This is an optimization exercise on Yosys and OpenROAD, whose aim is small area, a short achievable clock period and few clock cycles, not a production implementation.
The RTL was checked by simulation tests, not by an equivalence proof against the original design.
Power is estimated from default activity; no workload was simulated.

$ cat flow/design.v
package pe_pkg;
  typedef logic signed [8-1:0]  opnd_t;     
  typedef logic signed [16-1:0]  prod_t;     
  typedef logic signed [32-1:0]   acc_t;      
  typedef logic signed [19-1:0]   pe_out_t;   
  typedef logic        [5-1:0] shift_t;    
  typedef struct packed {
    opnd_t   a;           
    opnd_t   b;           
    pe_out_t d;           
    logic    propagate;   
    shift_t  shift;       
  } pe_req_t;
  typedef struct packed {
    prod_t   prod_s;      
    prod_t   prod_c;      
    pe_out_t d;           
    logic    propagate;
    shift_t  shift;       
  } prod_beat_t;
  typedef struct packed {
    acc_t    drain_s;     
    acc_t    drain_c;     
    shift_t  shift;       
  } drain_beat_t;
endpackage
`timescale 1ns/10ps
module mac_pp
(
  input  logic [7:0]  a,
  input  logic [7:0]  b,
  output logic [35:0] pp
);
  logic pp_0_0;
  assign pp_0_0 = a[0] & b[0];
  logic pp_0_1;
  assign pp_0_1 = a[0] & b[1];
  logic pp_0_2;
  assign pp_0_2 = a[0] & b[2];
  logic pp_0_3;
  assign pp_0_3 = a[0] & b[3];
  logic pp_0_4;
  assign pp_0_4 = a[0] & b[4];
  logic pp_0_5;
  assign pp_0_5 = a[0] & b[5];
  logic pp_0_6;
  assign pp_0_6 = a[0] & b[6];
  logic pp_0_7;
  assign pp_0_7 = ~(a[0] & b[7]);
  logic pp_1_0;
  assign pp_1_0 = a[1] & b[0];
  logic pp_1_1;
  assign pp_1_1 = a[1] & b[1];
  logic pp_1_2;
  assign pp_1_2 = a[1] & b[2];
  logic pp_1_3;
  assign pp_1_3 = a[1] & b[3];
  logic pp_1_4;
  assign pp_1_4 = a[1] & b[4];
  logic pp_1_5;
  assign pp_1_5 = a[1] & b[5];
  logic pp_1_6;
  assign pp_1_6 = a[1] & b[6];
  logic pp_1_7;
  assign pp_1_7 = ~(a[1] & b[7]);
  logic pp_2_0;
  assign pp_2_0 = a[2] & b[0];
  logic pp_2_1;
  assign pp_2_1 = a[2] & b[1];
  logic pp_2_2;
  assign pp_2_2 = a[2] & b[2];
  logic pp_2_3;
  assign pp_2_3 = a[2] & b[3];
  logic pp_2_4;
  assign pp_2_4 = a[2] & b[4];
  logic pp_2_5;
  assign pp_2_5 = a[2] & b[5];
  logic pp_2_6;
  assign pp_2_6 = a[2] & b[6];
  logic pp_2_7;
  assign pp_2_7 = ~(a[2] & b[7]);
  logic pp_3_0;
  assign pp_3_0 = a[3] & b[0];
  logic pp_3_1;
  assign pp_3_1 = a[3] & b[1];
  logic pp_3_2;
  assign pp_3_2 = a[3] & b[2];
  logic pp_3_3;
  assign pp_3_3 = a[3] & b[3];
  logic pp_3_4;
  assign pp_3_4 = a[3] & b[4];
  logic pp_3_5;
  assign pp_3_5 = a[3] & b[5];
  logic pp_3_6;
  assign pp_3_6 = a[3] & b[6];
  logic pp_3_7;
  assign pp_3_7 = ~(a[3] & b[7]);
  logic pp_4_0;
  assign pp_4_0 = a[4] & b[0];
  logic pp_4_1;
  assign pp_4_1 = a[4] & b[1];
  logic pp_4_2;
  assign pp_4_2 = a[4] & b[2];
  logic pp_4_3;
  assign pp_4_3 = a[4] & b[3];
  logic pp_4_4;
  assign pp_4_4 = a[4] & b[4];
  logic pp_4_5;
  assign pp_4_5 = a[4] & b[5];
  logic pp_4_6;
  assign pp_4_6 = a[4] & b[6];
  logic pp_4_7;
  assign pp_4_7 = ~(a[4] & b[7]);
  logic pp_5_0;
  assign pp_5_0 = a[5] & b[0];
  logic pp_5_1;
  assign pp_5_1 = a[5] & b[1];
  logic pp_5_2;
  assign pp_5_2 = a[5] & b[2];
  logic pp_5_3;
  assign pp_5_3 = a[5] & b[3];
  logic pp_5_4;
  assign pp_5_4 = a[5] & b[4];
  logic pp_5_5;
  assign pp_5_5 = a[5] & b[5];
  logic pp_5_6;
  assign pp_5_6 = a[5] & b[6];
  logic pp_5_7;
  assign pp_5_7 = ~(a[5] & b[7]);
  logic pp_6_0;
  assign pp_6_0 = a[6] & b[0];
  logic pp_6_1;
  assign pp_6_1 = a[6] & b[1];
  logic pp_6_2;
  assign pp_6_2 = a[6] & b[2];
  logic pp_6_3;
  assign pp_6_3 = a[6] & b[3];
  logic pp_6_4;
  assign pp_6_4 = a[6] & b[4];
  logic pp_6_5;
  assign pp_6_5 = a[6] & b[5];
  logic pp_6_6;
  assign pp_6_6 = a[6] & b[6];
  logic pp_6_7;
  assign pp_6_7 = ~(a[6] & b[7]);
  logic pp_7_0;
  assign pp_7_0 = ~(a[7] & b[0]);
  logic pp_7_1;
  assign pp_7_1 = ~(a[7] & b[1]);
  logic pp_7_2;
  assign pp_7_2 = ~(a[7] & b[2]);
  logic pp_7_3;
  assign pp_7_3 = ~(a[7] & b[3]);
  logic pp_7_4;
  assign pp_7_4 = ~(a[7] & b[4]);
  logic pp_7_5;
  assign pp_7_5 = ~(a[7] & b[5]);
  logic pp_7_6;
  assign pp_7_6 = ~(a[7] & b[6]);
  logic pp_7_7;
  assign pp_7_7 = a[7] & b[7];
  logic zs0;
  logic zc0;
  assign zs0 = pp_0_6 ^ pp_1_5;
  assign zc0 = pp_0_6 & pp_1_5;
  logic zs1;
  logic zc1;
  assign zs1 = pp_0_7 ^ pp_1_6 ^ pp_2_5;
  assign zc1 = (pp_0_7 & pp_1_6) | (pp_0_7 & pp_2_5) | (pp_1_6 & pp_2_5);
  logic zs2;
  logic zc2;
  assign zs2 = pp_1_7 ^ pp_2_6 ^ pp_3_5;
  assign zc2 = (pp_1_7 & pp_2_6) | (pp_1_7 & pp_3_5) | (pp_2_6 & pp_3_5);
  logic zs3;
  logic zc3;
  assign zs3 = pp_2_7 ^ pp_3_6;
  assign zc3 = pp_2_7 & pp_3_6;
  logic zs4;
  logic zc4;
  assign zs4 = pp_0_4 ^ pp_1_3;
  assign zc4 = pp_0_4 & pp_1_3;
  logic zs5;
  logic zc5;
  assign zs5 = pp_0_5 ^ pp_1_4 ^ pp_2_3;
  assign zc5 = (pp_0_5 & pp_1_4) | (pp_0_5 & pp_2_3) | (pp_1_4 & pp_2_3);
  logic zs6;
  logic zc6;
  assign zs6 = zs0 ^ pp_2_4 ^ pp_3_3;
  assign zc6 = (zs0 & pp_2_4) | (zs0 & pp_3_3) | (pp_2_4 & pp_3_3);
  logic zs7;
  logic zc7;
  assign zs7 = zc0 ^ zs1 ^ pp_3_4;
  assign zc7 = (zc0 & zs1) | (zc0 & pp_3_4) | (zs1 & pp_3_4);
  logic zs8;
  logic zc8;
  assign zs8 = pp_4_3 ^ pp_5_2;
  assign zc8 = pp_4_3 & pp_5_2;
  logic zs9;
  logic zc9;
  assign zs9 = zc1 ^ zs2 ^ pp_4_4;
  assign zc9 = (zc1 & zs2) | (zc1 & pp_4_4) | (zs2 & pp_4_4);
  logic zs10;
  logic zc10;
  assign zs10 = pp_5_3 ^ pp_6_2 ^ pp_7_1;
  assign zc10 = (pp_5_3 & pp_6_2) | (pp_5_3 & pp_7_1) | (pp_6_2 & pp_7_1);
  logic zs11;
  logic zc11;
  assign zs11 = zc2 ^ zs3 ^ pp_4_5;
  assign zc11 = (zc2 & zs3) | (zc2 & pp_4_5) | (zs3 & pp_4_5);
  logic zs12;
  logic zc12;
  assign zs12 = pp_5_4 ^ pp_6_3;
  assign zc12 = pp_5_4 & pp_6_3;
  logic zs13;
  logic zc13;
  assign zs13 = zc3 ^ pp_3_7 ^ pp_4_6;
  assign zc13 = (zc3 & pp_3_7) | (zc3 & pp_4_6) | (pp_3_7 & pp_4_6);
  logic zs14;
  logic zc14;
  assign zs14 = pp_5_5 ^ pp_6_4;
  assign zc14 = pp_5_5 & pp_6_4;
  logic zs15;
  logic zc15;
  assign zs15 = pp_4_7 ^ pp_5_6 ^ pp_6_5;
  assign zc15 = (pp_4_7 & pp_5_6) | (pp_4_7 & pp_6_5) | (pp_5_6 & pp_6_5);
  logic zs16;
  logic zc16;
  assign zs16 = pp_0_3 ^ pp_1_2;
  assign zc16 = pp_0_3 & pp_1_2;
  logic zs17;
  logic zc17;
  assign zs17 = zs4 ^ pp_2_2 ^ pp_3_1;
  assign zc17 = (zs4 & pp_2_2) | (zs4 & pp_3_1) | (pp_2_2 & pp_3_1);
  logic zs18;
  logic zc18;
  assign zs18 = zc4 ^ zs5 ^ pp_3_2;
  assign zc18 = (zc4 & zs5) | (zc4 & pp_3_2) | (zs5 & pp_3_2);
  logic zs19;
  logic zc19;
  assign zs19 = zc5 ^ zs6 ^ pp_4_2;
  assign zc19 = (zc5 & zs6) | (zc5 & pp_4_2) | (zs6 & pp_4_2);
  logic zs20;
  logic zc20;
  assign zs20 = zc6 ^ zs7 ^ zs8;
  assign zc20 = (zc6 & zs7) | (zc6 & zs8) | (zs7 & zs8);
  logic zs21;
  logic zc21;
  assign zs21 = zc7 ^ zc8 ^ zs9;
  assign zc21 = (zc7 & zc8) | (zc7 & zs9) | (zc8 & zs9);
  logic zs22;
  logic zc22;
  assign zs22 = zc9 ^ zc10 ^ zs11;
  assign zc22 = (zc9 & zc10) | (zc9 & zs11) | (zc10 & zs11);
  logic zs23;
  logic zc23;
  assign zs23 = zc11 ^ zc12 ^ zs13;
  assign zc23 = (zc11 & zc12) | (zc11 & zs13) | (zc12 & zs13);
  logic zs24;
  logic zc24;
  assign zs24 = zc13 ^ zc14 ^ zs15;
  assign zc24 = (zc13 & zc14) | (zc13 & zs15) | (zc14 & zs15);
  logic zs25;
  logic zc25;
  assign zs25 = zc15 ^ pp_5_7 ^ pp_6_6;
  assign zc25 = (zc15 & pp_5_7) | (zc15 & pp_6_6) | (pp_5_7 & pp_6_6);
  logic zs26;
  logic zc26;
  assign zs26 = pp_0_2 ^ pp_1_1;
  assign zc26 = pp_0_2 & pp_1_1;
  logic zs27;
  logic zc27;
  assign zs27 = zs16 ^ pp_2_1 ^ pp_3_0;
  assign zc27 = (zs16 & pp_2_1) | (zs16 & pp_3_0) | (pp_2_1 & pp_3_0);
  logic zs28;
  logic zc28;
  assign zs28 = zc16 ^ zs17 ^ pp_4_0;
  assign zc28 = (zc16 & zs17) | (zc16 & pp_4_0) | (zs17 & pp_4_0);
  logic zs29;
  logic zc29;
  assign zs29 = zc17 ^ zs18 ^ pp_4_1;
  assign zc29 = (zc17 & zs18) | (zc17 & pp_4_1) | (zs18 & pp_4_1);
  logic zs30;
  logic zc30;
  assign zs30 = zc18 ^ zs19 ^ pp_5_1;
  assign zc30 = (zc18 & zs19) | (zc18 & pp_5_1) | (zs19 & pp_5_1);
  logic zs31;
  logic zc31;
  assign zs31 = zc19 ^ zs20 ^ pp_6_1;
  assign zc31 = (zc19 & zs20) | (zc19 & pp_6_1) | (zs20 & pp_6_1);
  logic zs32;
  logic zc32;
  assign zs32 = zc20 ^ zs21 ^ zs10;
  assign zc32 = (zc20 & zs21) | (zc20 & zs10) | (zs21 & zs10);
  logic zs33;
  logic zc33;
  assign zs33 = zc21 ^ zs22 ^ zs12;
  assign zc33 = (zc21 & zs22) | (zc21 & zs12) | (zs22 & zs12);
  logic zs34;
  logic zc34;
  assign zs34 = zc22 ^ zs23 ^ zs14;
  assign zc34 = (zc22 & zs23) | (zc22 & zs14) | (zs23 & zs14);
  logic zs35;
  logic zc35;
  assign zs35 = zc23 ^ zs24 ^ pp_7_4;
  assign zc35 = (zc23 & zs24) | (zc23 & pp_7_4) | (zs24 & pp_7_4);
  logic zs36;
  logic zc36;
  assign zs36 = zc24 ^ zs25 ^ pp_7_5;
  assign zc36 = (zc24 & zs25) | (zc24 & pp_7_5) | (zs25 & pp_7_5);
  logic zs37;
  logic zc37;
  assign zs37 = zc25 ^ pp_6_7 ^ pp_7_6;
  assign zc37 = (zc25 & pp_6_7) | (zc25 & pp_7_6) | (pp_6_7 & pp_7_6);
  assign pp[0] = pp_0_0;
  assign pp[1] = pp_0_1;
  assign pp[2] = pp_1_0;
  assign pp[3] = zs26;
  assign pp[4] = pp_2_0;
  assign pp[5] = zc26;
  assign pp[6] = zs27;
  assign pp[7] = zc27;
  assign pp[8] = zs28;
  assign pp[9] = zc28;
  assign pp[10] = zs29;
  assign pp[11] = pp_5_0;
  assign pp[12] = zc29;
  assign pp[13] = zs30;
  assign pp[14] = pp_6_0;
  assign pp[15] = zc30;
  assign pp[16] = zs31;
  assign pp[17] = pp_7_0;
  assign pp[18] = zc31;
  assign pp[19] = zs32;
  assign pp[20] = 1'b1;
  assign pp[21] = zc32;
  assign pp[22] = zs33;
  assign pp[23] = pp_7_2;
  assign pp[24] = zc33;
  assign pp[25] = zs34;
  assign pp[26] = pp_7_3;
  assign pp[27] = zc34;
  assign pp[28] = zs35;
  assign pp[29] = zc35;
  assign pp[30] = zs36;
  assign pp[31] = zc36;
  assign pp[32] = zs37;
  assign pp[33] = zc37;
  assign pp[34] = pp_7_7;
  assign pp[35] = 1'b1;
endmodule
module mac_acc
(
  input  logic [35:0] pp,
  input  logic [15:0] base,
  output logic [15:0] y,
  output logic        inc,
  output logic        dec
);
  logic ys0;
  logic yc0;
  assign ys0 = pp[9] ^ pp[10];
  assign yc0 = pp[9] & pp[10];
  logic ys1;
  logic yc1;
  assign ys1 = pp[12] ^ pp[13] ^ pp[14];
  assign yc1 = (pp[12] & pp[13]) | (pp[12] & pp[14]) | (pp[13] & pp[14]);
  logic ys2;
  logic yc2;
  assign ys2 = pp[15] ^ pp[16] ^ pp[17];
  assign yc2 = (pp[15] & pp[16]) | (pp[15] & pp[17]) | (pp[16] & pp[17]);
  logic ys3;
  logic yc3;
  assign ys3 = pp[18] ^ pp[19] ^ pp[20];
  assign yc3 = (pp[18] & pp[19]) | (pp[18] & pp[20]) | (pp[19] & pp[20]);
  logic ys4;
  logic yc4;
  assign ys4 = pp[21] ^ pp[22] ^ pp[23];
  assign yc4 = (pp[21] & pp[22]) | (pp[21] & pp[23]) | (pp[22] & pp[23]);
  logic ys5;
  logic yc5;
  assign ys5 = pp[24] ^ pp[25] ^ pp[26];
  assign yc5 = (pp[24] & pp[25]) | (pp[24] & pp[26]) | (pp[25] & pp[26]);
  logic ys6;
  logic yc6;
  assign ys6 = pp[27] ^ pp[28];
  assign yc6 = pp[27] & pp[28];
  logic ys7;
  logic yc7;
  assign ys7 = pp[29] ^ pp[30];
  assign yc7 = pp[29] & pp[30];
  logic ys8;
  logic yc8;
  assign ys8 = pp[31] ^ pp[32];
  assign yc8 = pp[31] & pp[32];
  logic ys9;
  logic yc9;
  assign ys9 = pp[33] ^ pp[34];
  assign yc9 = pp[33] & pp[34];
  logic ys10;
  logic yc10;
  assign ys10 = pp[1] ^ pp[2];
  assign yc10 = pp[1] & pp[2];
  logic ys11;
  logic yc11;
  assign ys11 = pp[3] ^ pp[4] ^ base[2];
  assign yc11 = (pp[3] & pp[4]) | (pp[3] & base[2]) | (pp[4] & base[2]);
  logic ys12;
  logic yc12;
  assign ys12 = pp[5] ^ pp[6] ^ base[3];
  assign yc12 = (pp[5] & pp[6]) | (pp[5] & base[3]) | (pp[6] & base[3]);
  logic ys13;
  logic yc13;
  assign ys13 = pp[7] ^ pp[8] ^ base[4];
  assign yc13 = (pp[7] & pp[8]) | (pp[7] & base[4]) | (pp[8] & base[4]);
  logic ys14;
  logic yc14;
  assign ys14 = ys0 ^ pp[11] ^ base[5];
  assign yc14 = (ys0 & pp[11]) | (ys0 & base[5]) | (pp[11] & base[5]);
  logic ys15;
  logic yc15;
  assign ys15 = yc0 ^ ys1 ^ base[6];
  assign yc15 = (yc0 & ys1) | (yc0 & base[6]) | (ys1 & base[6]);
  logic ys16;
  logic yc16;
  assign ys16 = yc1 ^ ys2 ^ base[7];
  assign yc16 = (yc1 & ys2) | (yc1 & base[7]) | (ys2 & base[7]);
  logic ys17;
  logic yc17;
  assign ys17 = yc2 ^ ys3 ^ base[8];
  assign yc17 = (yc2 & ys3) | (yc2 & base[8]) | (ys3 & base[8]);
  logic ys18;
  logic yc18;
  assign ys18 = yc3 ^ ys4 ^ base[9];
  assign yc18 = (yc3 & ys4) | (yc3 & base[9]) | (ys4 & base[9]);
  logic ys19;
  logic yc19;
  assign ys19 = yc4 ^ ys5 ^ base[10];
  assign yc19 = (yc4 & ys5) | (yc4 & base[10]) | (ys5 & base[10]);
  logic ys20;
  logic yc20;
  assign ys20 = yc5 ^ ys6 ^ base[11];
  assign yc20 = (yc5 & ys6) | (yc5 & base[11]) | (ys6 & base[11]);
  logic ys21;
  logic yc21;
  assign ys21 = yc6 ^ ys7 ^ base[12];
  assign yc21 = (yc6 & ys7) | (yc6 & base[12]) | (ys7 & base[12]);
  logic ys22;
  logic yc22;
  assign ys22 = yc7 ^ ys8 ^ base[13];
  assign yc22 = (yc7 & ys8) | (yc7 & base[13]) | (ys8 & base[13]);
  logic ys23;
  logic yc23;
  assign ys23 = yc8 ^ ys9 ^ base[14];
  assign yc23 = (yc8 & ys9) | (yc8 & base[14]) | (ys9 & base[14]);
  logic ys24;
  logic yc24;
  assign ys24 = yc9 ^ pp[35] ^ base[15];
  assign yc24 = (yc9 & pp[35]) | (yc9 & base[15]) | (pp[35] & base[15]);
  logic [15:0] r0, r1;
  logic [16:0] lo;
  assign r0 = {yc23, yc22, yc21, yc20, yc19, yc18, yc17, yc16, yc15, yc14, yc13, yc12, yc11, yc10, ys10, pp[0]};
  assign r1 = {ys24, ys23, ys22, ys21, ys20, ys19, ys18, ys17, ys16, ys15, ys14, ys13, ys12, ys11, base[1], base[0]};
  assign lo = {1'b0, r0} + {1'b0, r1};
  logic [1:0] kc;
  assign kc = {yc24, lo[16]};
  logic k0, k2;
  assign k0 = (kc == '0);
  always_comb begin
    k2 = 1'b0;
    for (int i = 0; i < 2; i++)
      for (int j = i + 1; j < 2; j++)
        k2 = k2 | (kc[i] & kc[j]);
  end
  assign y = lo[15:0];
  assign inc = k2;
  assign dec = k0;
endmodule
`timescale 1ns/10ps
module round_sat_stage
(
  input  logic signed [31:0] x,
  input  logic [4:0]         shift,
  output logic [18:0]        y,        
  output logic               up        
);
  logic [32:0] x0;
  logic [34:0] t16;
  logic [26:0] t8;
  logic [22:0] t4;
  logic [20:0] t2;
  logic [19:0] t1;
  logic        sticky;
  logic [13:0] above;      
  logic        hi_ok;      
  logic        rnd;
  logic [18:0] q;
  always_comb begin
    x0 = {x, 1'b0};
    for (int i = 0; i < 35; i++)
      t16[i] = shift[4] ? ((i + 16 < 33) ? x0[i+16] : x[31]) : ((i < 33) ? x0[i] : x[31]);
    for (int i = 0; i < 27; i++) t8[i] = shift[3] ? t16[i+8] : t16[i];
    for (int i = 0; i < 23; i++) t4[i] = shift[2] ? t8[i+4]  : t8[i];
    for (int i = 0; i < 21; i++) t2[i] = shift[1] ? t4[i+2]  : t4[i];
    for (int i = 0; i < 20; i++) t1[i] = shift[0] ? t2[i+1]  : t2[i];
    q = t1[19:1];
    sticky = (shift[4] && (|x0[15:0])) || (shift[3] && (|t16[7:0])) ||
             (shift[2] && (|t8[3:0]))  || (shift[1] && (|t4[1:0])) ||
             (shift[0] && t2[0]);
    above[13] = 1'b0;
    for (int k = 12; k >= 0; k--) above[k] = above[k+1] | (x[18+k] ^ x[31]);
    hi_ok = (shift >= 5'd14) ? 1'b1 : !above[shift[3:0]];
    rnd = t1[0] && (sticky || t1[1]);
    if (!hi_ok) begin
      y  = x[31] ? 19'h40000 : 19'h3ffff;
      up = 1'b0;
    end else begin
      y  = q;
      up = rnd && (q != 19'h3ffff);
    end
  end
endmodule
`timescale 1ns/10ps
module pe_top
(
  input  logic    CLK,
  input  logic    rst_n,
  input  logic    req_valid,
  output logic    req_ready,
  input  pe_pkg::opnd_t   req_a,
  input  pe_pkg::opnd_t   req_b,
  input  pe_pkg::pe_out_t req_d,
  input  logic    req_propagate,
  input  pe_pkg::shift_t  req_shift,
  output logic    res_valid,
  input  logic    res_ready,
  output pe_pkg::pe_out_t res
);
  localparam int PPW = 36;
  logic        v0;
  logic [PPW-1:0] pp0;      
  logic [PPW-1:0] pp_in;
  logic [18:0] d0;
  logic        f0;           
  logic [4:0]  s0;
  logic        last_prop;
  logic [15:0] acc_lo;
  logic [15:0] acc_hi;       
  logic        acc_inc;      
  logic        acc_dec;      
  logic [15:0] hi_res;       
  logic [31:0] acc;          
  logic [18:0] pre;
  logic [18:0] res_q;        
  logic        up_q;
  logic        slot;         
  logic        adv;          
  logic [31:0] base;
  logic [15:0] sum_lo;
  logic        sum_inc;
  logic        sum_dec;
  logic [18:0] rs_y;
  logic        rs_up;
  assign slot      = !res_valid || res_ready;
  assign adv       = v0 && slot;
  assign req_ready = !v0 || slot;
  always_ff @(posedge CLK or negedge rst_n) begin
    if (!rst_n) begin
      v0        <= 1'b0;
      last_prop <= 1'b0;
    end else if (req_ready) begin
      v0 <= req_valid;
      if (req_valid) last_prop <= req_propagate;
    end
  end
  always_ff @(posedge CLK) begin
    if (req_ready) begin
      pp0 <= pp_in;
      d0 <= req_d;
      f0 <= req_propagate ^ last_prop;
      s0 <= req_shift;
    end
  end
  mac_pp pp_i (
    .a  (req_a),
    .b  (req_b),
    .pp (pp_in)
  );
  always_comb begin
    logic ones, zeros;
    ones  = 1'b1;
    zeros = 1'b1;
    for (int i = 0; i < 16; i++) begin
      hi_res[i] = acc_hi[i] ^ ((acc_inc && ones) || (acc_dec && zeros));
      ones  = ones && acc_hi[i];
      zeros = zeros && !acc_hi[i];
    end
  end
  assign acc  = {hi_res, acc_lo};
  assign base = f0 ? {{13{pre[18]}}, pre} : acc;
  mac_acc mac_i (
    .pp   (pp0),
    .base (base[15:0]),
    .y    (sum_lo),
    .inc  (sum_inc),
    .dec  (sum_dec)
  );
  round_sat_stage round_i (
    .x     (acc),
    .shift (s0),
    .y     (rs_y),
    .up    (rs_up)
  );
  always_ff @(posedge CLK or negedge rst_n) begin
    if (!rst_n) begin
      acc_lo    <= '0;
      acc_hi    <= '0;
      acc_inc   <= 1'b0;
      acc_dec   <= 1'b0;
      pre       <= '0;
      res_valid <= 1'b0;
    end else begin
      if (slot) res_valid <= v0;
      if (adv) begin
        acc_lo  <= sum_lo;
        acc_hi  <= base[31:16];
        acc_inc <= sum_inc;
        acc_dec <= sum_dec;
        pre <= d0;
      end
    end
  end
  always_ff @(posedge CLK) begin
    if (slot) begin
      res_q <= f0 ? rs_y : pre;
      up_q  <= f0 && rs_up;
    end
  end
  assign res = res_q + 19'(up_q);
endmodule
$ cat flow/run.sh
#!/bin/bash
# synth_recipe.tcl (not shown) runs the flow's synth.tcl, then flattens the netlist and writes it again
# the make line also repeats each setting of config.mk as NAME=value (left out here)
make -C /OpenROAD-flow-scripts/flow DESIGN_CONFIG=/design/flow/config.mk WORK_HOME=/design/flow/orfs CLKGATE_MAP_FILE= SYNTH_SCRIPT=/design/flow/synth_recipe.tcl finish
$ cat flow/config.mk
export PLATFORM = sky130hd
export DESIGN_NAME = pe_top
export DESIGN_NICKNAME = pe_top
export VERILOG_FILES = /design/flow/design.v
export SDC_FILE = /design/flow/constraint.sdc
export NUM_CORES = 4
export LEC_CHECK = 0
export CAP_MARGIN = 20
export CORE_MARGIN = 2
export CORE_UTILIZATION = 60
export CTS_BUF_LIST = sky130_fd_sc_hd__clkbuf_4 sky130_fd_sc_hd__clkbuf_8
export SETUP_SLACK_MARGIN = 3.45
export SLEW_MARGIN = 20
$ cat flow/constraint.sdc
create_clock -name core_clock -period 7.0 [get_ports {CLK}]
set_input_delay 1.4000 -clock core_clock [delete_from_list [all_inputs] [get_ports {CLK}]]
set_output_delay 1.4000 -clock core_clock [all_outputs]
set_load 0.01 [all_outputs]
==> results.json, run 1 <==
{
  "worst-setup-path-type": "reg2reg",
  "number_of_enable_flip_flop_cells_after_synthesis": 79,
  "timing.reg2reg.worst_path_depth": 11,
  "drv.max_cap_violation_count": 0,
  "buffer_ports.inserted": 65,
  "power_density_mw_per_mm2": 403.7,
  "synth.yosys.warnings": 3,
  "global_route.overflow_total": 0,
  "crit_slowest_cell": "or4b_4",
  "die_height_microns": 138.1,
  "clock_power_share": 0.122,
  "worst_min_path_class": "reg2reg",
  "part_of_the_total_power_dissipated_in_combinational_logic": 0.610,
  "netSwitchingFraction": 0.4534,
  "finalWorstSetupSlack_ps": 3323,
  "share_of_final_layout_standard_cells_stronger_than_drive_strength_1": 0.2633,
  "hold_depth": 1,
  "antenna_violations_before_repair": 1,
  "core.rowCount": 49,
  "clk-insertion-delay-late_ps": 460,
  "synth_area_sq_mm": 0.01078,
  "finish_stage_setup_viols": 0,
  "internal_reg_to_reg_setup_slack_ps": 3320,
  "cts_buffer_depth": 2,
  "diodes": 0,
  "fp.dieArea_sq_mm": 0.01906,
  "post-synth-top-area-fraction": 0.2200,
  "skew_ps": 13.48,
  "clock_sink_count": 135,
  "cts_tree": "built",
  "finalCriticalPeriod_ps": 3677,
  "power_switching_mw": 2.409,
  "register_area_sq_mm": 0.003791,
  "critPathTopFamily": "simple AND/OR/NAND/NOR gates",
  "cts.htree.levels": 4,
  "floorplan.die.width_microns": 138.1,
  "finalPower_mw": 5.314,
  "via_count": 9448,
  "grt_max_degree": 62,
  "ys_types": 86,
  "crit_path_end_kind": "flip-flop",
  "critical_path_arrival_ps": 3870,
  "core_sq_mm": 0.01778,
  "pre_cts_slack_ps": 2537,
  "crit_chain": "or4b_4 -> buf_12 -> nor4_4 -> or3_4 -> a311oi_1 -> a211oi_1 -> a21oi_1 -> mux2_2 -> or3_1 -> nor4_2 -> a31oi_1",
  "number_of_global_route_vias_before_repair": 8795,
  "finalHoldWorstSlack_ps": 471.2,
  "grt_use_total": 0.3158,
  "leakage_nw": 5.295,
  "relSlewSlack": 0.4809,
  "fin_setup_tns_ps": 0,
  "clk_pin_slew_ps": 90,
  "max_freq_ghz": 0.2720,
  "finish.utilization": 0.7403,
  "drcViolationCount": 0,
  "timing.critical_path.from_type": "flip-flop",
  "critPathMaxFanout": 5,
  "cp_num_buf_inv": 1,
  "initial_utilization": 0.6065,
  "timing.hold.worst_endpoint": "pre[13]$_DFFE_PN0P_",
  "gp_congestion": 1.006,
  "p_int_mw": 2.904,
  "clock_tree_root_buffer_cell": "clkbuf_8",
  "worst_r2r_startpoint": "acc_hi[1]$_DFFE_PN0P_",
  "power.sequential.fraction": 0.268,
  "first_pass_grt_wire_length_microns": 47440,
  "hold_start": "d0[13]$_DFFE_PN_",
  "vdd.ir_drop.worst_uv": 219.3,
  "period_share": 0.5252,
  "synth-main-ff-cell": "edfxtp_1",
  "cts_hold_buffers": 0,
  "ys_seq_elements": 135,
  "total_number_of_nets_in_the_final_design": 1333,
  "post_synth_inst_count": 1107,
  "finalMaxSlewViolations": 0,
  "seq_area_frac_synth": 0.3499,
  "synth.cells.most_frequent": "nand2_1 (92), edfxtp_1 (79), nor2_1 (62), inv_1 (59)",
  "cell_type_with_the_largest_total_area_after_synthesis": "edfxtp_1",
  "layout-area-overhead-vs-synth_pct": 22.06,
  "reg_to_reg_critical_path_endpoint": "up_q$_DFFE_PP_",
  "critPathRequiredTime_ps": 7200,
  "filler_cell_count": 1295,
  "asyncSetResetFlopFracSynth": 0.4148,
  "num_io_pins": 66,
  "post_synth.cell_area_avg_sq_um": 9.742,
  "multi_input_logic_area_sq_mm": 0.007158,
  "run_status": "complete, no violations",
  "detailedRoute.firstPassIterationCount": 6,
  "synth.top_cells.by_area": "edfxtp_1 (22%), dfrtp_1 (13%), fa_1 (8.9%), mux2_2 (4.5%), ha_1 (3.9%)",
  "final_wirelength_microns": 31300,
  "inserted_clock_buffers": 17,
  "first_iter_violations": 884,
  "worst_pin_slew_ps": 778.7,
  "hold_viol": 0,
  "postRouteAntennaNets": 0,
  "post_drt_wl_per_cell_microns": 21.62,
  "hpwlAfterDp_microns": 21750,
  "synthMostInstantiatedCell": "nand2_1",
  "critPathMaxStageDelay_ps": 610,
  "via_per_inst": 6.525,
  "rsz0062_at_grt": "true"
}
## final cells by class
type | count | share of cell area
Clock buffer | 19 | 0.01939
Clock inverter | 13 | 0.01008
Inverter | 61 | 0.01749
Multi-Input combinational cell | 843 | 0.5438
Sequential cell | 135 | 0.2880
Tap cell | 229 | 0.02177
Timing Repair Buffer | 148 | 0.09943
## metal layers
metal | vias up | share of wire | track usage
met5 | - | 0 | 0
met4 | 0 | 0.042 | 0.1294
met3 | 93 | 0.073 | 0.05992
met2 | 489 | 0.49 | 0.5255
met1 | 4569 | 0.39 | 0.4099
li1 | 4297 | - | -
## power groups by stage
| stage | Sequential (mW) | Combinational (mW) | Clock (mW) |
|---|---|---|---|
| after floorplan | 1.23 | 2.13 | 0 |
| after global placement | 1.43 | 2.57 | 0 |
| after detailed placement | 1.44 | 2.64 | 0 |
| after CTS | 1.42 | 2.87 | 0.655 |
| after global routing | 1.45 | 3.56 | 0.697 |
| final | 1.43 | 3.24 | 0.649 |
## registers in the layout, indices dropped and copies added, names as in the netlist, 5 cells and up
| signal | count |
|---|---|
| mac_i.pp | 34 |
| d0 | 19 |
| pre | 19 |
| res_q | 19 |
| acc_hi | 16 |
| acc_lo | 16 |
| s0 | 5 |
## worst register-to-register path, cell delays in order, from the launching register on
cell	delay, ps
dfrtp_2	450
or4b_4	610
buf_12	170
nor4_4	320
or3_4	230
a311oi_1	90
a211oi_1	340
a21oi_1	130
mux2_2	320
or3_1	380
nor4_2	230
a31oi_1	140
## placed cells by master (no fill, tap or decap), types with 15 or more instances in the layout
cell type         n
nor3_1           22
xnor2_1          29
nand2_1          87
ha_1             29
dfrtp_1          42
a211oi_1         15
inv_1            59
nand3_1          21
buf_2            17
fa_1             41
and2_1           49
clkbuf_8         18
nor2_1           56
buf_4            69
mux2_2           43
edfxtp_1         79
a21oi_1          50
clkdlybuf4s50_1  39
o21ai_0          51
mux2i_1          31
## worst max-delay path by stage
stage / from / to / slack (ps) / depth (start not counted)
after floorplan: res_ready / req_ready / 2710 / 1
after CTS: up_q$_DFFE_PP_ / res[4] / 3370 / 5
after global routing: s0[4]$_DFFE_PN_ / up_q$_DFFE_PP_ / 3210 / 10
final: acc_hi[1]$_DFFE_PN0P_ / up_q$_DFFE_PP_ / 3320 / 11
after global placement: req_a[1] / mac_i.pp[16]$_DFFE_PN_ / 2620 / 8
after detailed placement: req_a[1] / mac_i.pp[16]$_DFFE_PN_ / 2540 / 8
## through the flow
step	instance area [sq um]	instances
4_1_cts	12400	1402
3_5_place_dp	11520	1342
5_1_grt	13160	1448
2_1_floorplan	10830	1107
3_3_place_gp	11520	1342
6_report	13160	1448
## cell families after synthesis
logic type / synth area share
and+or+nand+nor: 0.1798
muxes: 0.08690
buffers and inverters: 0.04885
xor gates and xnor gates: 0.03806
AOI/OAI and AO/OA: 0.1679
DFF: 0.3499
adders and majority gates: 0.1286
## what timing repair did
item | in CTS | in global routing
setup endpoints to repair | 99 | 66
buffers inserted | 26 | 44
resized for setup | 136 | 95
cloned | 2 | 2
pin swaps | 25 | 44
endpoints found under the hold margin | 0 | 0
Testbench counts, summed over its fixed seeds: cycles 12,016.
==> run 2: changes to the inputs <==
--- a/flow/config.mk
+++ b/flow/config.mk
@@ -11,3 +11,4 @@
 export CTS_BUF_LIST = sky130_fd_sc_hd__clkbuf_4 sky130_fd_sc_hd__clkbuf_8
-export SETUP_SLACK_MARGIN = 3.45
+export SETUP_SLACK_MARGIN = 3.3
 export SLEW_MARGIN = 20
+export SYNTH_HIERARCHICAL = 1
==> run 2 against run 1 <==
  * Utilization is 5.7 points lower
  * Die area hardly changed
  * Combinational power is 8.6% lower
  * Still clean
  * Clock skew is 4.0 ps higher
==> results.json, run 2 <==
{
  "register_area_sq_mm": 0.003839,
  "ys_seq_elements": 137,
  "final-instance-count-excl-fill": 1359,
  "gp_congestion": 0.9683,
  "postPlaceCellArea_sq_mm": 0.01125,
  "worst_pin_slew_ps": 1034,
  "floorplan.die.width_microns": 138.0,
  "number_of_enable_flip_flop_cells_after_synthesis": 81,
  "relSlewSlack": 0.3109,
  "post_synth_inst_count": 1075,
  "vdd.ir_drop.worst_uv": 210.9,
  "diodes": 0,
  "cts_buffer_depth": 2,
  "clock_tree_root_buffer_cell": "clkbuf_8",
  "synth.yosys.warnings": 9,
  "fp.dieArea_sq_mm": 0.01905,
  "inserted_clock_buffers": 17,
  "drv.max_cap_violation_count": 0,
  "final_design_area_no_fill_sq_mm": 0.01216,
  "skew_ps": 17.46,
  "grt_max_degree": 64,
  "clock_sink_count": 137,
  "crit_path_end_kind": "flip-flop",
  "initial_utilization": 0.6061,
  "filler_cell_count": 1422,
  "run_status": "complete, no violations",
  "final_wirelength_microns": 25920,
  "worst_min_path_class": "reg2reg",
  "rsz0062_at_grt": "true",
  "cell_type_with_the_largest_total_area_after_synthesis": "edfxtp_1",
  "layout-area-overhead-vs-synth_pct": 12.82,
  "num_io_pins": 66,
  "post_synth.cell_area_avg_sq_um": 10.02,
  "cts_tree": "built",
  "synth_area_sq_mm": 0.01078,
  "first_iter_violations": 666,
  "seq_area_frac_synth": 0.3558,
  "via_per_inst": 5.994,
  "post-synth-top-area-fraction": 0.2257,
  "core_sq_mm": 0.01778,
  "period_share": 0.5821,
  "grt_use_total": 0.2777,
  "synthMostInstantiatedCell": "nand2_1",
  "synth.top_cells.by_area": "edfxtp_1 (23%), dfrtp_1 (13%), fa_1 (9.3%), nand2_1 (6.5%), mux2_2 (6.1%)",
  "drcViolationCount": 0,
  "die_height_microns": 138.0,
  "global_route.overflow_total": 0,
  "synth.cells.most_frequent": "nand2_1 (188), edfxtp_1 (81), mux2_2 (58), dfrtp_1 (56), and2_1 (51)",
  "layout.cells.most_common": "nand2_1",
  "critPathMaxStageDelay_ps": 570,
  "timing.critical_path.from_type": "flip-flop",
  "critPathRequiredTime_ps": 7230,
  "clk-insertion-delay-late_ps": 470,
  "finish_stage_setup_viols": 0,
  "ys_types": 91,
  "post_drt_wl_per_cell_microns": 19.08,
  "cts.htree.levels": 4,
  "dpl.cell_count": 1290,
  "crit_chain": "or4b_4 -> buf_4 -> nor4b_2 -> nor2_1 -> xnor2_2 -> mux2i_1 -> a221oi_2 -> a311oi_1 -> or4_1 -> o31a_1 -> and2_1",
  "hpwlAfterDp_microns": 18480,
  "power_density_mw_per_mm2": 409.9,
  "crit_slowest_cell": "or4b_4",
  "worst_setup_path_startpoint": "acc_hi[1]$_DFFE_PN0P_",
  "most-common-layout-cells": "nand2_1 (186), edfxtp_1 (81), mux2_2 (57)",
  "share_of_final_layout_standard_cells_stronger_than_drive_strength_1": 0.2097,
  "via_count": 8146,
  "postRouteAntennaNets": 0,
  "first_pass_grt_wire_length_microns": 42130,
  "largest_register_ffs": 36,
  "worst_r2r_startpoint": "acc_hi[1]$_DFFE_PN0P_",
  "detailedRoute.firstPassIterationCount": 5,
  "critPathMaxFanout": 7,
  "number_of_global_route_vias_before_repair": 7981,
  "fin_setup_tns_ps": 0,
  "finalMaxSlewViolations": 0,
  "clk_pin_slew_ps": 90,
  "synth-main-ff-cell": "edfxtp_1",
  "finalHoldWorstSlack_ps": 443.0,
  "finalPower_mw": 4.982,
  "core.rowCount": 49,
  "multi_input_logic_area_sq_mm": 0.006523,
  "finalCriticalPeriod_ps": 4075,
  "critical_path_arrival_ps": 4300,
  "hold_viol": 0,
  "hold_start": "d0[15]$_DFFE_PN_",
  "leakage_nw": 5.112,
  "buffer_ports.inserted": 65,
  "max_freq_ghz": 0.2454,
  "asyncSetResetFlopFracSynth": 0.4088,
  "total_number_of_nets_in_the_final_design": 1244,
  "antenna_violations_before_repair": 0,
  "worst-setup-path-type": "reg2reg"
}
## run 2: cells by family after synthesis
group           count (synthesis)  share of synthesized area
compound gates                191                     0.1259
simple gates                  391                     0.1778
fa+ha+maj                      82                     0.1301
other cells                     1                  0.0003480
flops                         137                     0.3558
xor+xnor                       47                    0.03820
mux                           101                     0.1049
buf+inv                       125                    0.06711
## run 2: what timing repair did
action,4_1_cts,5_1_grt
resized for setup,70,38
endpoints found under the setup margin,43,33
hold buffers,0,0
gates cloned,2,0
pin swaps,12,9
buffers inserted,22,13
## run 2: worst paths after layout
path	endpoint	slack (ps)	cells after the start
min in group asynchronous	acc_hi[13]$_DFFE_PN0P_	1070	2
max in group asynchronous	acc_hi[6]$_DFFE_PN0P_	5410	2
worst min-delay path	pre[15]$_DFFE_PN0P_	440	2
worst max register to register	up_q$_DFFE_PP_	2930	11
worst max-delay path	up_q$_DFFE_PP_	2930	11
worst min register to register	pre[15]$_DFFE_PN0P_	440	2
## run 2: worst max-delay path: cells and delay by family (launching register included)
family          cells  cell delay, ps
simple gates        5            1690
flops               1             430
buf+inv             1             160
xor+xnor            1             390
mux                 1             330
compound gates      3             850
## run 2: layout make-up
cell class                      instances  share of cell area
Multi-Input combinational cell        814              0.5365
Sequential cell                       137              0.3158
Timing Repair Buffer                  114             0.08213
Tap cell                              229             0.02357
Clock buffer                           17             0.01925
Clock inverter                         15             0.01256
Inverter                               33             0.01019
## run 2: metrics by stage
stage	utilization	setup slack [ps]
after floorplan	-	2667
after global placement	0.6327	2585
after detailed placement	0.6327	2563
after CTS	0.6752	3087
after global routing	0.6837	2777
final	0.6837	2925
## run 2: report_power, final
part | internal (mW) | switching (mW)
Sequential | 1.10 | 0.275
Clock | 0.267 | 0.380
Combinational | 1.32 | 1.63
Total | 2.69 | 2.29
## run 2: per-module statistics from Yosys (local to each module, per instance)
| module | times used | flip-flops and latches | area [sq um] | cells inside |
|---|---|---|---|---|
| mac_acc | 1 | 0 | 1308 | 139 |
| mac_pp | 1 | 0 | 1369 | 154 |
| pe_top | 1 | 137 | 6030 | 484 |
| round_sat_stage | 1 | 0 | 2069 | 298 |
## run 2: metal layers
metal / up-vias / share of wire / wire length, microns / track usage
li1: 3888 / - / - / -
met1: 3911 / 0.44 / 11380 / 0.3788
met3: 60 / 0.062 / 1615 / 0.06200
met4: 0 / 0.029 / 748 / 0.1074
met2: 287 / 0.47 / 12180 / 0.4377
met5: - / 0 / 0 / 0
==> run 3: changes to the inputs <==
==> flow/flow/run.sh (new file) <==
#!/bin/bash
# The standard layout, with the port buffers inserted as the smallest
# buffer cell (the repair steps resize them where timing needs it).
set -euo pipefail
export BUFFER_PORTS_ARGS="-buffer_cell sky130_fd_sc_hd__buf_1"
bash standard.sh finish > standard_flow.log 2>&1
==> flow/standard.sh (new file) <==
#!/bin/bash
# synth_recipe.tcl (not shown) runs the flow's synth.tcl, then flattens the netlist and writes it again
# the make line also repeats each setting of config.mk as NAME=value (left out here)
make -C /OpenROAD-flow-scripts/flow DESIGN_CONFIG=/design/flow/config.mk WORK_HOME=/design/flow/orfs CLKGATE_MAP_FILE= SYNTH_SCRIPT=/design/flow/synth_recipe.tcl "${@:-finish}"
--- a/flow/config.mk
+++ b/flow/config.mk
@@ -13,2 +13 @@
 export SLEW_MARGIN = 20
-export SYNTH_HIERARCHICAL = 1
removed: flow/run.sh
==> run 3 against run 2 <==
  * First-iteration DRC count is 24% higher
  * Sequential power is 5% higher
  * Non-clock buffer count is 8 lower
  * Utilization is 0.13 points higher
  * Setup slack better by 390 ps
  * Fmax is 11% higher
  * Power is 0.58% lower
  * Register-to-register slack better by 390 ps
  * Still clean
  * Clock-buffer cell count stayed put
  * Die area hardly changed
  * Flip-flop and latch count is 2 lower
==> results.json, run 3 <==
{
  "part_of_the_total_power_dissipated_in_combinational_logic": 0.574,
  "fp.dieArea_sq_mm": 0.01906,
  "hold_viol": 0,
  "run_status": "complete, no violations",
  "crit_slowest_cell": "or4b_2",
  "clock_sink_count": 135,
  "critPathMaxStageDelay_ps": 820,
  "post_synth_inst_count": 1107,
  "die_height_microns": 138.1,
  "layout-area-overhead-vs-synth_pct": 12.94,
  "critPathRequiredTime_ps": 7210,
  "clk-insertion-delay-late_ps": 460,
  "share_of_final_layout_standard_cells_stronger_than_drive_strength_1": 0.1859,
  "number_of_global_route_vias_before_repair": 8592,
  "max_freq_ghz": 0.2713,
  "finalCriticalPeriod_ps": 3686,
  "rsz0062_at_grt": "true",
  "first_iter_violations": 828,
  "timing.critical_path.from_type": "flip-flop",
  "layout.cells.most_common": "nand2_1",
  "via_per_inst": 6.410,
  "worst_pin_slew_ps": 817.1,
  "synth.cells.most_frequent": "nand2_1 (92), edfxtp_1 (79), nor2_1 (62), inv_1 (59)",
  "grt_max_degree": 62,
  "post_drt_wl_per_cell_microns": 20.64,
  "period_share": 0.5266,
  "hpwlAfterDp_microns": 21060,
  "vdd.ir_drop.worst_uv": 266.5,
  "initial_utilization": 0.6065,
  "drcViolationCount": 0,
  "finish_stage_setup_viols": 0,
  "final_wirelength_microns": 29060,
  "via_count": 9025,
  "most-common-layout-cells": "nand2_1 (88), edfxtp_1 (79), buf_1 (60)",
  "leakage_nw": 4.811,
  "synth-main-ff-cell": "edfxtp_1",
  "cell_type_with_the_largest_total_area_after_synthesis": "edfxtp_1",
  "asyncSetResetFlopFracSynth": 0.4148,
  "grt_use_total": 0.3062,
  "inserted_clock_buffers": 17,
  "ys_seq_elements": 135,
  "largest_register_ffs": 34,
  "total_number_of_nets_in_the_final_design": 1292,
  "floorplan.die.width_microns": 138.1,
  "synth.top_cells.by_area": "edfxtp_1 (22%), dfrtp_1 (13%), fa_1 (8.9%), mux2_2 (4.5%), ha_1 (3.9%)",
  "clock_power_share": 0.133,
  "crit_chain": "or4b_2 -> mux2i_4 -> nand2_2 -> and3_1 -> a221oi_1 -> o221ai_1 -> a32oi_2 -> nor2_4 -> a221o_1",
  "fin_setup_tns_ps": 0,
  "worst-setup-path-type": "reg2reg",
  "first_pass_grt_wire_length_microns": 46160,
  "cts.htree.levels": 4,
  "antenna_violations_before_repair": 1,
  "drv.max_cap_violation_count": 0,
  "seq_area_frac_synth": 0.3499,
  "synthMostInstantiatedCell": "nand2_1",
  "critical_path_arrival_ps": 3900,
  "post-synth-top-area-fraction": 0.2200,
  "worst_min_path_class": "reg2reg",
  "detailedRoute.firstPassIterationCount": 6,
  "global_route.overflow_total": 0,
  "internal_reg_to_reg_setup_slack_ps": 3310,
  "core.rowCount": 49,
  "power.sequential.fraction": 0.292,
  "num_io_pins": 66,
  "final-instance-count-excl-fill": 1408,
  "synth.yosys.warnings": 3,
  "netSwitchingFraction": 0.4689,
  "clock_tree_root_buffer_cell": "clkbuf_8",
  "dpl.cell_count": 1342,
  "core_sq_mm": 0.01778,
  "post_synth.cell_area_avg_sq_um": 9.742,
  "synth_area_sq_mm": 0.01078,
  "power_density_mw_per_mm2": 406.7,
  "cts_hold_buffers": 0,
  "cts_tree": "built",
  "buffer_ports.inserted": 65,
  "ys_types": 86,
  "clk_pin_slew_ps": 100,
  "postRouteAntennaNets": 0,
  "finalMaxSlewViolations": 0,
  "gp_congestion": 0.9892,
  "p_int_mw": 2.631,
  "crit_path_end_kind": "flip-flop",
  "cts_buffer_depth": 2,
  "critPathMaxFanout": 14,
  "skew_ps": 13.56,
  "relSlewSlack": 0.4546,
  "number_of_enable_flip_flop_cells_after_synthesis": 79,
  "power_switching_mw": 2.323
}
[run 3: changes by cell type in the layout (fill, tap and decap cells not counted), moves of 10 or more]
cell             previous run  this run
a21oi_1                    36        53
inv_1                      30        59
mux2_2                     57        43
o21ai_0                    29        51
a211oi_1                    7        17
or3_1                       3        13
a31oi_1                     4        14
buf_1                       0        60
nor2_1                     42        58
nor3_1                     13        27
clkdlybuf4s50_1            46         0
nand2_1                   186        88
[run 3: worst paths after layout]
kind | from | end | cells past startpoint
worst max-delay path | acc_hi[0]$_DFFE_PN0P_ | res_q[2]$_DFFE_PP_ | 9
worst min register to register | d0[0]$_DFFE_PN_ | pre[0]$_DFFE_PN0P_ | 1
min in group asynchronous | rst_n | acc_hi[15]$_DFFE_PN0P_ | 2
max in group asynchronous | rst_n | acc_hi[0]$_DFFE_PN0P_ | 2
worst min-delay path | d0[0]$_DFFE_PN_ | pre[0]$_DFFE_PN0P_ | 1
worst max register to register | acc_hi[0]$_DFFE_PN0P_ | res_q[2]$_DFFE_PP_ | 9
[run 3: cells by family after synthesis]
| kind of cell | Yosys count | share of synthesized area |
|---|---|---|
| and+or+nand+nor | 369 | 0.1798 |
| AOI/OAI and AO/OA | 263 | 0.1679 |
| DFF | 135 | 0.3499 |
| buffers and inverters | 130 | 0.04885 |
| muxes | 82 | 0.08690 |
| adders and majority gates | 82 | 0.1286 |
| xor gates and xnor gates | 46 | 0.03806 |
[run 3: power groups by stage]
stage,Combinational [mW],Clock [mW],Sequential [mW]
floorplan,2.12,0,1.23
global placement,2.51,0,1.43
detailed placement,2.55,0,1.44
CTS,2.66,0.667,1.42
global route,3.17,0.699,1.49
finish,2.84,0.660,1.45
[run 3: per-stage QoR]
step / instance area (sq um) / util / hold WS [ps] / power, mW / worst slack (ps)
after floorplan: 10810 / - / 455.5 / 3.352 / 2712
after CTS: 11770 / 0.6620 / 481.4 / 4.745 / 3302
final: 12180 / 0.6850 / 478.5 / 4.953 / 3314
after global routing: 12180 / 0.6849 / 499.8 / 5.358 / 3208
after detailed placement: 11100 / 0.6245 / 465.0 / 3.988 / 2658
after global placement: 11100 / 0.6245 / 459.5 / 3.938 / 2819
[run 3: final cells by class]
type                       count  area, sq um
tap                          229        286.5
fill                        1469         5600
clock inverter                15        172.7
clock buffer                  17        234.0
antenna                        1        2.502
inverter                      61        230.2
sequential                   135         3787
timing repair buffer         106        585.6
multi-input combinational    844         6880
[run 3: what timing repair did]
| item | CTS | global route |
|---|---|---|
| cloned | 1 | 1 |
| hold endpoints to repair | 0 | 0 |
| setup buffers | 15 | 16 |
| gates resized for setup | 30 | 66 |
| pin swaps | 7 | 16 |
| setup endpoints to repair | 41 | 31 |
[run 3: worst max-delay path: cells and delay by family, from the launching register on]
family / cells / cell delay [ps]
muxes: 1 / 310
and+or+nand+nor: 4 / 1360
DFF: 1 / 460
AOI/OAI and AO/OA: 4 / 1310
[run 3: layer usage]
metal	GRT usage	share of wire	up-vias
met3	0.06131	0.067	76
met2	0.4948	0.48	378
met5	0	0	-
met4	0.1305	0.037	0
met1	0.4062	0.41	4351
li1	-	-	4220
==> run 4: changes to the inputs <==
--- a/flow/config.mk
+++ b/flow/config.mk
@@ -7,2 +7,3 @@
 export LEC_CHECK = 0
+export ABC_AREA = 1
 export CAP_MARGIN = 20
==> run 4 against run 3 <==
  * First-iteration DRC count fell by 23%
  * Clock power down 3%
  * Synthesized area fell by 4.6%
  * Largest power group unchanged
  * Still clean
  * Clock skew up 5.3 ps
  * Utilization is 1.8 points higher
==> results.json, run 4 <==
{
  "run_status": "complete, no violations",
  "initial_utilization": 0.6179,
  "finalMaxSlewViolations": 0,
  "worst_r2r_startpoint": "acc_hi[1]$_DFFE_PN0P_",
  "max_freq_ghz": 0.2505,
  "drcViolationCount": 0,
  "synth.yosys.warnings": 3,
  "largest_register_ffs": 34,
  "filler_cell_count": 1345,
  "power_density_mw_per_mm2": 392.4,
  "fp.dieArea_sq_mm": 0.01820,
  "detailedRoute.firstPassIterationCount": 6,
  "buffer_ports.inserted": 65,
  "critPathRequiredTime_ps": 5600,
  "internal_reg_to_reg_setup_slack_ps": 3430,
  "grt_max_degree": 64,
  "relSlewSlack": 0.2926,
  "clock_sink_count": 135,
  "cts.htree.levels": 4,
  "worst_min_path_class": "reg2reg",
  "global_route.overflow_total": 0,
  "first_iter_violations": 637,
  "dpl.cell_count": 1556,
  "synth.top_cells.by_area": "edfxtp_1 (23%), nand2_1 (17%), dfrtp_1 (14%), fa_1 (9.3%), nand3_1 (6.9%)",
  "timing.reg2reg.worst_path_depth": 19,
  "layout.cells.most_common": "nand2_1",
  "clock_tree_root_buffer_cell": "clkbuf_8",
  "ys_seq_elements": 135,
  "skew_ps": 18.85,
  "gp_congestion": 0.9167,
  "hold_viol": 0,
  "post_synth.cell_area_avg_sq_um": 7.732,
  "share_of_final_layout_standard_cells_stronger_than_drive_strength_1": 0.1263,
  "num_io_pins": 66,
  "number_of_enable_flip_flop_cells_after_synthesis": 79,
  "synthMostInstantiatedCell": "nand2_1",
  "final-instance-count-excl-fill": 1629,
  "hold_depth": 2,
  "crit_path_end_kind": "output port",
  "leakage_nw": 5.861,
  "core.rowCount": 47,
  "via_count": 9046,
  "asyncSetResetFlopFracSynth": 0.4148,
  "vdd.ir_drop.worst_uv": 233.6,
  "critPathTopFamily": "simple AND/OR/NAND/NOR gates",
  "layout-area-overhead-vs-synth_pct": 13.78,
  "total_number_of_nets_in_the_final_design": 1523,
  "hold_start": "d0[12]$_DFFE_PN_",
  "inserted_clock_buffers": 17,
  "post_drt_wl_per_cell_microns": 16.29,
  "timing.critical_path.from_type": "flip-flop",
  "rsz0062_at_grt": "true",
  "synth.cells.most_frequent": "nand2_1 (477), inv_1 (154), nand3_1 (142), edfxtp_1 (79), o21ai_0 (65)",
  "crit_chain": "ha_4 -> ha_4 -> nand3_2 -> nand3b_1 -> nor3_2 -> and3_4 -> nand3_4 -> nor2_4 -> and2_4 -> nand4_1 -> xnor2_1 -> buf_2",
  "finish.utilization": 0.7031,
  "post_synth_inst_count": 1330,
  "floorplan.die.width_microns": 134.9,
  "final_wirelength_microns": 26540,
  "diodes": 0,
  "synth-main-ff-cell": "edfxtp_1",
  "die_height_microns": 134.9,
  "period_share": 0.5704,
  "cts_tree": "built",
  "critPathMaxFanout": 2,
  "critPathMaxStageDelay_ps": 400,
  "cp_num_buf_inv": 1,
  "antenna_violations_before_repair": 0,
  "grt_use_total": 0.2893,
  "hpwlAfterDp_microns": 18110,
  "cp_common_cell": "ha_4",
  "first_pass_grt_wire_length_microns": 41090,
  "worst_pin_slew_ps": 1061,
  "fin_setup_tns_ps": 0,
  "multi_input_logic_area_sq_mm": 0.005948,
  "most-common-layout-cells": "nand2_1 (474), inv_1 (152), nand3_1 (134)",
  "post-synth-top-area-fraction": 0.2307,
  "crit_slowest_cell": "edfxtp_1",
  "reg_to_reg_critical_path_endpoint": "res_q[8]$_DFFE_PP_",
  "ys_types": 47,
  "via_per_inst": 5.553,
  "worst-setup-path-type": "reg2out",
  "finish_stage_setup_viols": 0,
  "seq_area_frac_synth": 0.3670,
  "synth_area_sq_mm": 0.01028,
  "cell_type_with_the_largest_total_area_after_synthesis": "edfxtp_1",
  "core_sq_mm": 0.01664,
  "cts_buffer_depth": 2,
  "postRouteAntennaNets": 0,
  "number_of_global_route_vias_before_repair": 8440,
  "drv.max_cap_violation_count": 0,
  "register_area_sq_mm": 0.003776,
  "finalCriticalPeriod_ps": 3993,
  "clk_pin_slew_ps": 90,
  "critical_path_arrival_ps": 2590,
  "clk-insertion-delay-late_ps": 460,
  "timing.hold.worst_endpoint": "pre[12]$_DFFE_PN0P_"
}
[run 4: cell count changes after synthesis, sizes merged, moves of 20 or more]
cell   change
mux2      -43
inv       +95
nor3      -27
xnor2     -21
nand3    +121
mux2i     -29
nor2      -20
and2      -55
nand2    +405
a21oi     -31
[run 4: cells by family after synthesis]
logic type,after synthesis,share of synthesized area
fa+ha+maj,82,0.1348
buf+inv,222,0.08565
simple gates,723,0.3075
flops,135,0.3670
mux,5,0.004867
compound gates,127,0.06959
xor+xnor,36,0.03066
[run 4: worst max path at each step]
stage          cells past startpoint  slack (ps)                     end          startpoint
6_report                          12        3010                 res[18]  res_q[0]$_DFFE_PP_
2_1_floorplan                      9        3200  mac_i.pp[16]$_DFFE_PN_            req_b[5]
5_1_grt                           12        2810                 res[18]  res_q[0]$_DFFE_PP_
3_5_place_dp                      22        2850  acc_lo[14]$_DFFE_PN0P_        f0$_DFFE_PN_
3_3_place_gp                       7        2880   acc_hi[8]$_DFFE_PN0P_           res_ready
4_1_cts                           12        2980                 res[18]      up_q$_DFFE_PP_
[run 4: cell type report]
| type | count | share of cell area |
|---|---|---|
| Inverter | 157 | 0.05101 |
| Tap cell | 220 | 0.02352 |
| Clock buffer | 17 | 0.02000 |
| Timing Repair inverter | 1 | 0.0006416 |
| Sequential cell | 135 | 0.3227 |
| Clock inverter | 15 | 0.01305 |
| Multi-Input combinational cell | 977 | 0.5083 |
| Timing Repair Buffer | 107 | 0.06074 |
[run 4: repair_timing]
item | CTS | global route
gates cloned | 3 | 6
hold buffers | 0 | 0
resized for setup | 26 | 60
setup endpoints to repair | 17 | 47
pin swaps | 8 | 25
setup buffers | 13 | 19
[run 4: where the power goes]
group	leakage, nW	internal, mW	switching, mW	total, mW
clock network	0.192	0.294	0.346	0.640
registers	1.49	1.10	0.240	1.34
logic	4.18	1.02	1.59	2.61
total	5.86	2.41	2.18	4.59
[run 4: through the flow]
| stage | setup slack, ps | cell area [sq um] | power, mW | hold WS (ps) |
|---|---|---|---|---|
| final | 3007 | 11700 | 4.592 | 447.5 |
| after global routing | 2814 | 11700 | 5.007 | 459.7 |
| after CTS | 2977 | 11260 | 4.339 | 449.9 |
| after detailed placement | 2849 | 10580 | 3.610 | 429.1 |
| after global placement | 2882 | 10570 | 3.560 | 425.1 |
| after floorplan | 3199 | 10360 | 3.089 | 418.4 |
[run 4: metal layers]
layer / share of wire / GRT usage
met5: 0 / 0
met4: 0.030 / 0.1152
met3: 0.062 / 0.04617
met2: 0.49 / 0.4910
met1: 0.41 / 0.3726
[run 4: worst min-delay path, cell delays in order (launching register included)]
cell and delay (ps):
edfxtp_1 330, nand2_1 50, nand2_1 40
==> run 5: changes to the inputs <==
--- a/flow/design.v
+++ b/flow/design.v
@@ -622,8 +622,8 @@
       if (slot) res_valid <= v0;
+      acc_hi  <= (adv && f0) ? base[31:16] : hi_res;
+      acc_inc <= adv && sum_inc;
+      acc_dec <= adv && sum_dec;
       if (adv) begin
         acc_lo  <= sum_lo;
-        acc_hi  <= base[31:16];
-        acc_inc <= sum_inc;
-        acc_dec <= sum_dec;
-        pre <= d0;
+        pre     <= d0;
       end
==> run 5 against run 4 <==
  * Largest cell class unchanged
  * Clock-buffer cell count stayed put
  * Cell count decreased by 2.5%
  * Synthesized cell count is 1.8% lower
  * Sequential share of layout area increased by 1.3 points
  * Flip-flop and latch count did not move
  * Largest power group unchanged
  * Utilization fell by 2.3 points
  * Power shrank 3.2%
  * Still clean on timing, DRC and antenna
  * Sequential power about the same
  * Critical path depth down 3
  * First-iteration DRC count rose by 0.78%
==> results.json, run 5 <==
{
  "run_status": "complete, no violations",
  "finish_stage_setup_viols": 0,
  "global_route.overflow_total": 0,
  "p_int_mw": 2.341,
  "hold_start": "d0[13]$_DFFE_PN_",
  "relSlewSlack": 0.3420,
  "critical_path_arrival_ps": 2380,
  "ys_types": 47,
  "first_pass_grt_wire_length_microns": 39060,
  "clk-insertion-delay-late_ps": 460,
  "synth.yosys.warnings": 3,
  "final_wirelength_microns": 24080,
  "critPathMaxFanout": 3,
  "asyncSetResetFlopFracSynth": 0.4148,
  "buffer_ports.inserted": 65,
  "clock_sink_count": 135,
  "hold_viol": 0,
  "seq_area_frac_synth": 0.3729,
  "register_area_sq_mm": 0.003774,
  "synth.top_cells.by_area": "edfxtp_1 (23%), nand2_1 (18%), dfrtp_1 (14%), fa_1 (9.5%), nand3_1 (6.7%)",
  "finalPower_mw": 4.447,
  "netSwitchingFraction": 0.4736,
  "timing.critical_path.from_type": "flip-flop",
  "via_per_inst": 5.382,
  "antenna_violations_before_repair": 0,
  "fp.dieArea_sq_mm": 0.01792,
  "number_of_enable_flip_flop_cells_after_synthesis": 79,
  "worst_min_path_class": "reg2reg",
  "synth_area_sq_mm": 0.01012,
  "worst_r2r_startpoint": "f0$_DFFE_PN_",
  "gp_congestion": 0.9706,
  "worst_pin_slew_ps": 987.0,
  "die_height_microns": 133.9,
  "filler_cell_count": 1394,
  "clock_power_share": 0.142,
  "clk_pin_slew_ps": 90,
  "initial_utilization": 0.6124,
  "fin_setup_tns_ps": 0,
  "critPathRequiredTime_ps": 5600,
  "cts_buffer_depth": 2,
  "synth.cells.most_frequent": "nand2_1 (475), inv_1 (154), nand3_1 (136), edfxtp_1 (79), o21ai_0 (73)",
  "power_density_mw_per_mm2": 395.7,
  "core.rowCount": 47,
  "power.sequential.fraction": 0.301,
  "multi_input_logic_area_sq_mm": 0.005688,
  "most-common-layout-cells": "nand2_1 (474), inv_1 (153), nand3_1 (129)",
  "cts_hold_buffers": 0,
  "finalMaxSlewViolations": 0,
  "layout-area-overhead-vs-synth_pct": 11.05,
  "total_number_of_nets_in_the_final_design": 1482,
  "power_switching_mw": 2.106,
  "cell_type_with_the_largest_total_area_after_synthesis": "edfxtp_1",
  "grt_use_total": 0.2799,
  "post_synth_inst_count": 1306,
  "synth-main-ff-cell": "edfxtp_1",
  "crit_path_end_kind": "output port",
  "largest_register_ffs": 34,
  "cts_tree": "built",
  "post_drt_wl_per_cell_microns": 15.16,
  "number_of_global_route_vias_before_repair": 7960,
  "detailedRoute.firstPassIterationCount": 7,
  "internal_reg_to_reg_setup_slack_ps": 3510,
  "via_count": 8546,
  "max_freq_ghz": 0.2646,
  "skew_ps": 12.72,
  "hpwlAfterDp_microns": 17860,
  "layout.cells.most_common": "nand2_1",
  "cts.htree.levels": 4,
  "leakage_nw": 5.642,
  "drv.max_cap_violation_count": 0,
  "vdd.ir_drop.worst_uv": 205.4,
  "diodes": 0,
  "post-synth-top-area-fraction": 0.2344,
  "ys_seq_elements": 135,
  "inserted_clock_buffers": 17,
  "grt_max_degree": 63,
  "part_of_the_total_power_dissipated_in_combinational_logic": 0.557,
  "finalCriticalPeriod_ps": 3780,
  "timing.hold.worst_endpoint": "pre[13]$_DFFE_PN0P_",
  "reg_to_reg_critical_path_endpoint": "acc_lo[15]$_DFFE_PN0P_",
  "synthMostInstantiatedCell": "nand2_1",
  "worst-setup-path-type": "reg2out",
  "drcViolationCount": 0,
  "floorplan.die.width_microns": 133.9,
  "clock_tree_root_buffer_cell": "clkbuf_8",
  "postRouteAntennaNets": 0,
  "num_io_pins": 66,
  "period_share": 0.5399,
  "hold_depth": 2,
  "post_synth.cell_area_avg_sq_um": 7.749,
  "core_sq_mm": 0.01652,
  "first_iter_violations": 642,
  "timing.reg2reg.worst_path_depth": 19,
  "share_of_final_layout_standard_cells_stronger_than_drive_strength_1": 0.09868,
  "rsz0062_at_grt": "true"
}
## run 5: cell count changes in the layout (fill, tap and decap cells not counted), sizes merged, moves of 4 or more
cell,delta
a22oi,-14
buf,-14
nand2,-11
o21ai,+8
nand3,-7
nor2,+6
nor3,+6
a21oi,-5
or2,-5
xnor2,-4
xor2,+4
## run 5: power by group through the flow
stage               clock (mW)  combinational (mW)  sequential (mW)
detailed placement           0                2.34             1.34
CTS                      0.642                2.37             1.33
floorplan                    0                1.89             1.25
finish                   0.632                2.48             1.34
global route             0.672                2.83             1.36
global placement             0                2.29             1.33
## run 5: worst max-delay path by stage
stage / from / end / slack [ps] / cells past startpoint
after floorplan: req_b[5] / mac_i.pp[16]$_DFFE_PN_ / 3200 / 9
after global placement: f0$_DFFE_PN_ / acc_lo[15]$_DFFE_PN0P_ / 2650 / 19
after detailed placement: f0$_DFFE_PN_ / acc_lo[15]$_DFFE_PN0P_ / 2500 / 19
after CTS: f0$_DFFE_PN_ / acc_lo[15]$_DFFE_PN0P_ / 3200 / 19
after global routing: res_q[0]$_DFFE_PP_ / res[17] / 3060 / 9
final: up_q$_DFFE_PP_ / res[17] / 3220 / 9
## run 5: critical path, cell delays in order (launching register included)
cell and delay [ps]:
edfxtp_1 390, ha_4 180, nand3_4 100, nor3_4 220
nand3_2 140, nor4b_4 330, nand3_2 130, nor3_2 140
xor2_1 150, buf_2 140
## run 5: cell families after synthesis
group	count (synthesis)	share of synthesized area
AO/OA/AOI/OAI	115	0.06157
buffers and inverters	220	0.08482
multiplexers	4	0.003957
adder cells (fa/ha/maj)	82	0.1370
flip-flops	135	0.3729
XOR/XNOR	36	0.03116
AND/OR/NAND/NOR	714	0.3086
## run 5: layout make-up
cell class | count | share of cell area
flip-flops and latches | 135 | 0.3358
repair inverters | 2 | 0.001113
multi-input cells | 951 | 0.5061
clock buffers | 17 | 0.02082
inverters | 158 | 0.05377
well taps | 220 | 0.02449
clock inverters | 15 | 0.01381
repair buffers | 90 | 0.04409
## run 5: metrics by stage
step / utilization / cells / setup slack (ps) / hold slack [ps] / cell area [sq um]
6_report: 0.6801 / 1588 / 3220 / 448.2 / 11240
5_1_grt: 0.6801 / 1588 / 3063 / 463.9 / 11240
4_1_cts: 0.6665 / 1578 / 3198 / 452.7 / 11010
3_5_place_dp: 0.6304 / 1533 / 2499 / 431.8 / 10420
3_3_place_gp: 0.6304 / 1533 / 2651 / 425.9 / 10420
2_1_floorplan: - / 1306 / 3199 / 418.4 / 10190
## run 5: metal layers
layer | up-vias | track usage | wire length, microns
li1 | 4275 | - | -
met1 | 3995 | 0.3644 | 10340
met2 | 224 | 0.4701 | 11850
met3 | 52 | 0.04308 | 1067
met4 | 0 | 0.1176 | 821
met5 | - | 0 | 0
## run 5: what timing repair did
item	in CTS	in global routing
pin swaps	3	10
setup buffers	12	6
gates resized for setup	27	28
hold endpoints to repair	0	0
endpoints found under the setup margin	17	46
gates cloned	1	3
Testbench counts of run 5, summed over its fixed seeds: cycles 12,016.

afterwards: timing with drivers on the ports:
The results above use ideal ports. As a check the final layouts listed here were re-extracted and re-timed, cells and wires unchanged.
Step 1, drivers: a clkbuf_16 drives CLK and a buf_2 each remaining input, both assumed.
Step 2 moves the port delays by t, midway between the first and last clock arrival at a register: inputs arrive t later, outputs are due t later. That takes back most of the time a late clock gives input paths.
Three values: ideal ports, drivers, drivers and shift; two values: the first two.
run	t, ns	setup WS [ns]	latest minus earliest clock arrival (ns)	worst slew at a driven data input, ns
run 1	0.495	3.323 / 3.323 / 3.010	0.014 / 0.014	0.06
run 2	0.503	2.925 / 2.925 / 2.848	0.019 / 0.018	0.05
run 3	0.492	3.314 / 3.314 / 2.937	0.014 / 0.014	0.08
run 4	0.494	3.007 / 2.967 / 2.906	0.020 / 0.020	0.04
run 5	0.487	3.220 / 3.182 / 2.926	0.016 / 0.015	0.03
After both steps setup and hold are still met in every run listed. The setup slack of run 3, which loses most, moves by 0.000 ns with the drivers and by -0.377 ns with both steps.
